This design comes from an exercise in tuning for small area on the open sky130 flow, not from production work. The RTL was checked by simulation tests, not by an equivalence proof against the original design. No activity file was given, so power comes from the tool's default toggle rates.

==> design/flow/design.v <==
package icache_pkg;
    localparam int INDEX_W = 6;
    localparam int TAG_W   = 8;
    localparam int TXNID_W = 4;
endpackage
`timescale 1ns/1ps
module icache_tag_ctrl (
    input  logic        clk,
    input  logic        rst_n,
    input  logic        req_vld,
    input  logic [23:0] req,
    output logic        req_rdy,
    output logic        res_vld,
    output logic [22:0] res
);
    logic       l_vld;
    logic [7:0] l_tag;
    logic [5:0] l_idx;
    logic       l_one;
    logic [3:0] l_txn;
    logic       sa_vld;
    logic [5:0] sa_idx;
    logic [7:0] sa_t0;
    logic [7:0] sa_t1;
    logic       sa_v1;
    logic       sb_vld;
    logic [5:0] sb_idx;
    logic [7:0] sb_t0;
    logic [7:0] sb_t1;
    logic       sb_v1;
    logic [31:0][7:0] t0_m [2];
    logic [31:0][7:0] t1_m [2];
    logic [31:0]      v0_m [2];
    logic [31:0]      v1_m [2];
    logic [31:0]      lru_m [2];
    logic       r_ha;
    logic       r_wa;
    logic       r_hb;
    logic       r_wb;
    logic [5:0] r_idx;
    logic       r_one;
    logic [3:0] r_txn;
    logic pending;
    logic accept;
    assign pending = sa_vld | sb_vld;
    assign req_rdy = ~pending;
    assign accept  = req_vld & ~pending;
    always_ff @(posedge clk or negedge rst_n) begin
        if (!rst_n) begin
            l_vld <= 1'b0;
        end else begin
            l_vld <= accept;
        end
    end
    always_ff @(posedge clk) begin
        l_tag <= req[23:16];
        l_idx <= req[15:10];
        l_one <= &req[9:4];
        l_txn <= req[3:0];
    end
    logic [7:0] b_tag;
    logic [5:0] b_idx;
    logic [4:0] row_o;
    logic [4:0] row_e;
    assign {b_tag, b_idx} = {l_tag, l_idx} + {13'd0, ~l_one};
    assign row_o = l_idx[5:1];
    assign row_e = l_idx[5:1] + {4'd0, l_idx[0]};
    logic [7:0] o_t0, o_t1, e_t0, e_t1;
    logic       o_v0, o_v1, e_v0, e_v1, o_lru, e_lru;
    assign o_t0  = t0_m[1][row_o];
    assign o_t1  = t1_m[1][row_o];
    assign o_v0  = v0_m[1][row_o];
    assign o_v1  = v1_m[1][row_o];
    assign o_lru = lru_m[1][row_o];
    assign e_t0  = t0_m[0][row_e];
    assign e_t1  = t1_m[0][row_e];
    assign e_v0  = v0_m[0][row_e];
    assign e_v1  = v1_m[0][row_e];
    assign e_lru = lru_m[0][row_e];
    logic [7:0] ma_t0, ma_t1, mb_t0, mb_t1;
    logic       ma_v0, ma_v1, mb_v0, mb_v1, lru_a, lru_b;
    assign {ma_t0, ma_t1, ma_v0, ma_v1, lru_a} = l_idx[0] ? {o_t0, o_t1, o_v0, o_v1, o_lru}
                                                          : {e_t0, e_t1, e_v0, e_v1, e_lru};
    assign {mb_t0, mb_t1, mb_v0, mb_v1, lru_b} = (l_idx[0] & ~l_one) ? {e_t0, e_t1, e_v0, e_v1, e_lru} :
                                                 (l_idx[0] |  l_one) ? {ma_t0, ma_t1, ma_v0, ma_v1, lru_a}
                                                                     : {o_t0, o_t1, o_v0, o_v1, o_lru};
    function automatic logic [17:0] pick(logic [5:0] idx, logic [17:0] mem);
        logic [17:0] s;
        s = mem;
        if (sb_vld && (sb_idx == idx)) s = {sb_t0, sb_t1, 1'b1, sb_v1};
        if (sa_vld && (sa_idx == idx)) s = {sa_t0, sa_t1, 1'b1, sa_v1};
        pick = s;
    endfunction
    logic [7:0] a_t0, a_t1, bb_t0, bb_t1;
    logic       a_v0, a_v1, bb_v0, bb_v1;
    assign {a_t0, a_t1, a_v0, a_v1}     = pick(l_idx, {ma_t0, ma_t1, ma_v0, ma_v1});
    assign {bb_t0, bb_t1, bb_v0, bb_v1} = pick(b_idx, {mb_t0, mb_t1, mb_v0, mb_v1});
    logic a_m0, a_m1, b_m0, b_m1;
    logic hit_a, hit_b, vic_a, vic_b, way_a, way_b;
    assign a_m0 = a_v0 && (a_t0 == l_tag);
    assign a_m1 = a_v1 && (a_t1 == l_tag);
    assign b_m0 = bb_v0 && (bb_t0 == b_tag);
    assign b_m1 = bb_v1 && (bb_t1 == b_tag);
    assign hit_a = a_m0 | a_m1;
    assign hit_b = b_m0 | b_m1;
    assign vic_a = a_v0 & (~a_v1 | lru_a);
    assign vic_b = bb_v0 & (~bb_v1 | lru_b);
    assign way_a = hit_a ? ~a_m0 : vic_a;
    assign way_b = hit_b ? ~b_m0 : vic_b;
    logic       we_lo, we_le, d_lo, d_le;
    assign we_lo = l_vld & (l_idx[0] | ~l_one);
    assign we_le = l_vld & (~l_idx[0] | ~l_one);
    assign d_lo  = l_idx[0] ? ~way_a : ~way_b;
    assign d_le  = l_idx[0] ? ~way_b : ~way_a;
    always_ff @(posedge clk or negedge rst_n) begin
        if (!rst_n) begin
            lru_m[0] <= '0;
            lru_m[1] <= '0;
        end else begin
            if (we_lo) lru_m[1][row_o] <= d_lo;
            if (we_le) lru_m[0][row_e] <= d_le;
        end
    end
    logic load_a, load_b;
    assign load_a = l_vld & ~hit_a;
    assign load_b = l_vld & ~hit_b & ~l_one;
    always_ff @(posedge clk or negedge rst_n) begin
        if (!rst_n) begin
            sa_vld <= 1'b0;
            sb_vld <= 1'b0;
        end else begin
            sa_vld <= load_a;
            sb_vld <= load_b | (sb_vld & sa_vld);
        end
    end
    always_ff @(posedge clk) begin
        sa_idx <= l_idx;
        sa_t0  <= vic_a ? a_t0 : l_tag;
        sa_t1  <= vic_a ? l_tag : a_t1;
        sa_v1  <= vic_a | a_v1;
        if (load_b) begin
            sb_idx <= b_idx;
            sb_t0  <= vic_b ? bb_t0 : b_tag;
            sb_t1  <= vic_b ? b_tag : bb_t1;
            sb_v1  <= vic_b | bb_v1;
        end
    end
    logic [5:0] w_idx;
    logic [7:0] w_t0, w_t1;
    logic       w_v1;
    assign w_idx = sa_vld ? sa_idx : sb_idx;
    assign w_t0  = sa_vld ? sa_t0 : sb_t0;
    assign w_t1  = sa_vld ? sa_t1 : sb_t1;
    assign w_v1  = sa_vld ? sa_v1 : sb_v1;
    always_ff @(posedge clk or negedge rst_n) begin
        if (!rst_n) begin
            v0_m[0] <= '0;
            v0_m[1] <= '0;
            v1_m[0] <= '0;
            v1_m[1] <= '0;
        end else if (pending) begin
            v0_m[w_idx[0]][w_idx[5:1]] <= 1'b1;
            v1_m[w_idx[0]][w_idx[5:1]] <= w_v1;
        end
    end
    always_ff @(posedge clk) begin
        if (pending) begin
            t0_m[w_idx[0]][w_idx[5:1]] <= w_t0;
            t1_m[w_idx[0]][w_idx[5:1]] <= w_t1;
        end
    end
    always_ff @(posedge clk or negedge rst_n) begin
        if (!rst_n) begin
            res_vld <= 1'b0;
        end else begin
            res_vld <= l_vld;
        end
    end
    always_ff @(posedge clk) begin
        r_ha  <= hit_a;
        r_wa  <= way_a;
        r_hb  <= hit_b;
        r_wb  <= way_b;
        r_idx <= l_idx;
        r_one <= l_one;
        r_txn <= l_txn;
    end
    assign res = {r_ha & r_wa, r_ha & ~r_wa, r_wa,
                  r_hb & r_wb, r_hb & ~r_wb, r_wb,
                  r_idx, r_idx + {5'd0, ~r_one}, r_txn, r_ha & r_hb};
endmodule
==> design/flow/run.sh <==
#!/bin/bash
# synth_recipe.tcl (not shown) runs the flow's synth.tcl, then flattens the netlist and writes it again
# the make line also repeats each setting of config.mk as NAME=value (left out here)
make -C /OpenROAD-flow-scripts/flow DESIGN_CONFIG=/design/flow/config.mk WORK_HOME=/design/flow/orfs CLKGATE_MAP_FILE= SYNTH_SCRIPT=/design/flow/synth_recipe.tcl finish
==> design/flow/config.mk <==
export PLATFORM = sky130hd
export DESIGN_NAME = icache_tag_ctrl
export DESIGN_NICKNAME = icache_tag_ctrl
export VERILOG_FILES = /design/flow/design.v
export SDC_FILE = /design/flow/constraint.sdc
export NUM_CORES = 4
export LEC_CHECK = 0
export CAP_MARGIN = 20
export CORE_MARGIN = 2
export CORE_UTILIZATION = 40
export PLACE_DENSITY = 0.6
export SLEW_MARGIN = 20
==> design/flow/constraint.sdc <==
create_clock -name core_clock -period 5.5 [get_ports {clk}]
set_input_delay 1.1000 -clock core_clock [delete_from_list [all_inputs] [get_ports {clk}]]
set_output_delay 1.1000 -clock core_clock [all_outputs]
set_load 0.01 [all_outputs]
==> run summary <==
[path summary, 6_finish.rpt]
path / startpoint / end / slack, ns / depth (start not counted)
max: l_idx[0] / lru_m[1][30] / 0.08 / 14
min: l_txn[2] / r_txn[2] / 0.33 / 0
max reg2reg: l_idx[0] / lru_m[1][30] / 0.08 / 14
min reg2reg: l_txn[2] / r_txn[2] / 0.33 / 0
max in group asynchronous: rst_n / v1_m[0][3] / 3.92 / 2
min in group asynchronous: rst_n / v0_m[1][13] / 0.41 / 1
[sequential cells by signal, indices dropped and copies added (netlist names), 4 cells and up]
name,count
l_idx,6
l_tag,8
l_txn,4
lru_m,64
r_idx,6
r_txn,4
sa_t0,8
sa_t1,8
sb_idx,6
sb_t0,8
sb_t1,8
t0_m,512
t1_m,512
v0_m,64
v1_m,64
[logic make-up after synthesis]
logic type	count (synthesis)	share of synthesized area [%]
compound gates	621	7.145
xor+xnor	63	1.111
simple gates	1314	10.49
mux	484	13.62
buf+inv	371	3.216
fa+ha+maj	24	0.5135
flops	1294	63.90
[stage by stage]
step | util, % | setup WS [ns] | hold WS [ns] | instance area (um2) | std cells
after floorplan | - | 0.2791 | 0.3096 | 58480 | 4171
after global placement | 42.64 | 0.3081 | 0.3102 | 61990 | 6036
after detailed placement | 42.67 | 0.2966 | 0.3121 | 62040 | 6037
after CTS | 45.84 | 0.2603 | 0.3276 | 66640 | 6288
after global routing | 45.89 | 0.1241 | 0.3326 | 66720 | 6291
final | 45.89 | 0.07539 | 0.3260 | 66720 | 6293
[power groups by stage]
stage / registers (uW) / clock network (uW) / logic [uW]
2_1_floorplan: 11900 / 0 / 3130
3_3_place_gp: 12100 / 0 / 5170
3_5_place_dp: 12100 / 0 / 5230
4_1_cts: 11900 / 9630 / 5240
5_1_grt: 12000 / 10000 / 5610
6_report: 11900 / 9560 / 5400
[cell usage in the layout, fill, tap and decap left out, types with 28 or more instances in the layout]
master and instances:
nor3_1 416, xnor2_1 43, mux4_2 228, nand2_1 304
nand3_1 94, a21oi_1 61, edfxtp_1 1047, mux2_2 51
o21bai_1 63, dfrtp_1 195, buf_4 215, a22oi_1 55
clkdlybuf4s50_1 50, inv_1 28, clkinv_1 28, mux2i_1 186
clkbuf_16 146, o22ai_1 39, nor2_2 58, nor2_1 265
dfxtp_1 45, o21ai_0 193
[final cells by class]
| class | count | area, um2 | share of cell area [%] |
|---|---|---|---|
| Sequential cell | 1294 | 37380 | 56.02 |
| Multi-Input combinational cell | 2506 | 19580 | 29.35 |
| Clock buffer | 179 | 3837 | 5.751 |
| Timing Repair Buffer | 291 | 2636 | 3.951 |
| Tap cell | 1917 | 2399 | 3.595 |
| Clock inverter | 72 | 762.0 | 1.142 |
| Inverter | 32 | 120.1 | 0.1800 |
| Antenna cell | 2 | 5.005 | 0.007501 |
[layer usage]
metal  part of all wire, %  GRT usage [%]
met4                   5.4          13.23
met2                    44          41.96
met1                    38          36.33
met3                    12          8.537
met5                 0.026              0
[timing repair]
item | CTS | global route
setup endpoints to repair | 0 | 43
setup buffers | 0 | 3
resized for setup | 0 | 2
[worst register-to-register path: cells and delay by family, from the launching register on]
family / cells / cell delay (ns)
adder cells (fa/ha/maj): 2 / 0.78
AND/OR/NAND/NOR: 1 / 0.19
multiplexers: 1 / 0.38
AO/OA/AOI/OAI: 7 / 2.49
buffers and inverters: 3 / 1.06
flip-flops: 1 / 0.38
==> metrics.md <==
| Metric | Value |
|---|---|
| Setup TNS | `0 ns` |
| Startpoint types | `flip-flop` |
| WS Path Type | `flip-flop to flip-flop` |
| Peak VDD IR | `0.0003308 V` |
| # Max-Cap Violations | `0` |
| Setup violators final | `0` |
| Net Sw Frac | `30.64%` |
| Worst-path maximum fanout | `15` |
| Pwr dens | `402.4 mW/mm2` |
| Routed Antenna Nets | `0` |
| Layout Skew | `0.05134 ns` |
| Clock transition at path regs | `0.07 ns` |
| Fill cells | `12750` |
| H-tree levels | `4` |
| GRT overflow | `0` |
| Net switching power | `8228 uW` |
| # DRC | `0` |
| Drt via density | `6.360` |
| Static Leak | `0.02248 uW` |
| Synthesized instance count | `4171` |
| First-pass GRT wire length | `292100 um` |
| # nets final | `4318` |
| Hold_buf cts | `0` |
| CP bufs+invs | `3` |
| Cell Chain, Critical Path | `ha_4 > ha_4 > clkinv_1 > mux2i_1 > a222oi_1 > a21boi_0 > buf_4 > o211ai_1 > a32oi_1 > nand4_1 > o21a_1 > o2bb2ai_4 > buf_4 > o21ai_0` |
| CP top delay family | `compound AO/OA/AOI/OAI gates` |
| Clk buf depth | `3` |
| Syn avg cell area | `14.02 um2` |
| Slowest stage cell, crit path | `a21boi_0` |
| Clock latency (worst-skew pair) | `0.80 ns` |
| Buffers on Ports | `51` |
| Min-delay worst type | `flip-flop to flip-flop` |
| Die X | `386.3 um` |
| Routed len/inst | `33.10 um` |
| Crit path time final | `5.425 ns` |
| Crit path arrival time | `6.06 ns` |
| Synth Net Count | `4222` |
| CP Data Required Time | `6.14 ns` |
| Std-Cell Core Area | `0.1454 mm2` |
| Layout cells sized above 1 | `19.55%` |
| GRT Overall Usage | `27.71%` |
| RSZ-0062 raised after global routing | `no` |
| Comb pwr share | `20.1%` |
| Clock Power Share | `35.6%` |
| Worst-Margin Slew | `1.193 ns` |
| Most common cell in the synthesized netlist | `edfxtp_1` |
| TritonRoute pass-1 iters | `6` |
| Yosys top cell area share | `53.77%` |
| Fmax | `184.3 MHz` |
| Vias | `40020` |
| Final Slew Violations | `0` |
| Initial antenna violation count | `8` |
| Die Y | `386.3 um` |
| Crit end category | `flip-flop` |
| Number of global-route vias before repair | `38750` |
| FF+latch count, synth | `1294` |
| Io pins | `52` |
| Row cnt | `140` |
| Number of buffers created by CTS | `142` |
| Post-synth ARST share | `15.15%` |
| Die area | `0.1493 mm2` |
| CTS Root Cell | `clkbuf_16` |
| Layout area overhead | `14.11%` |
| Largest net degree at the start of global routing | `105` |
| Initial Util | `40.22%` |
| Tcrit/Tclk final | `98.63%` |
| Clk sink count | `1294` |
| CTS tree | `yes` |
| Cell area after synthesis | `0.05847 mm2` |
| Routed WL | `208300 um` |
| Sequential fraction of the synthesis area | `63.90%` |
| Hpwl dp | `135700 um` |
| Ys Warns | `4` |
| Post-synth EDFFs | `1047` |
| Tot Pwr | `26850 uW` |
| Top cells by count, synth | `edfxtp_1, nor3_1, nor2_1, nand2_1, mux4_2` |
| Int Power | `18620 uW` |
| Status | `no timing/DRC/antenna violations` |
| Post-synth cell types | `105` |
| Relative slew slack | `20.30%` |
| Synth area leader | `edfxtp_1` |
| Number of DRC markers in iteration 0 | `5628` |
| Synth Flop Type | `edfxtp_1` |
| Top cells by area, synth | `edfxtp_1, mux4_2, dfrtp_1, nor3_1, mux2i_1` |
| Routability cong. | `0.9455` |
| Worst path max stage delay | `0.89 ns` |
| Final Hold Viols | `0` |
| Seq pwr share | `44.3%` |

static timing again, ports no longer ideal:
In the flow no input, the clock included, has a driving cell. The finished layout below was timed again as built, in two steps. Step 1, drivers: a clkbuf_16 drives clk and a buf_2 each remaining input, both assumed. Step 2 also shifts input and output timing later by t, the mid clock arrival at the registers, as if the neighbouring blocks saw the same clock. Three values: ideal, step 1, step 2; two values: the first two.
t (ns): 0.855
setup slack, ns: 0.075 / 0.075 / 0.075
worst setup path at the end: register to register
worst slew at a driven data input, ns: 0.06
cell pins on the clock port's net: 1
After both steps this run still meets setup and hold. The setup slack of this run moves by 0.000 ns with the drivers and by 0.000 ns with both steps.
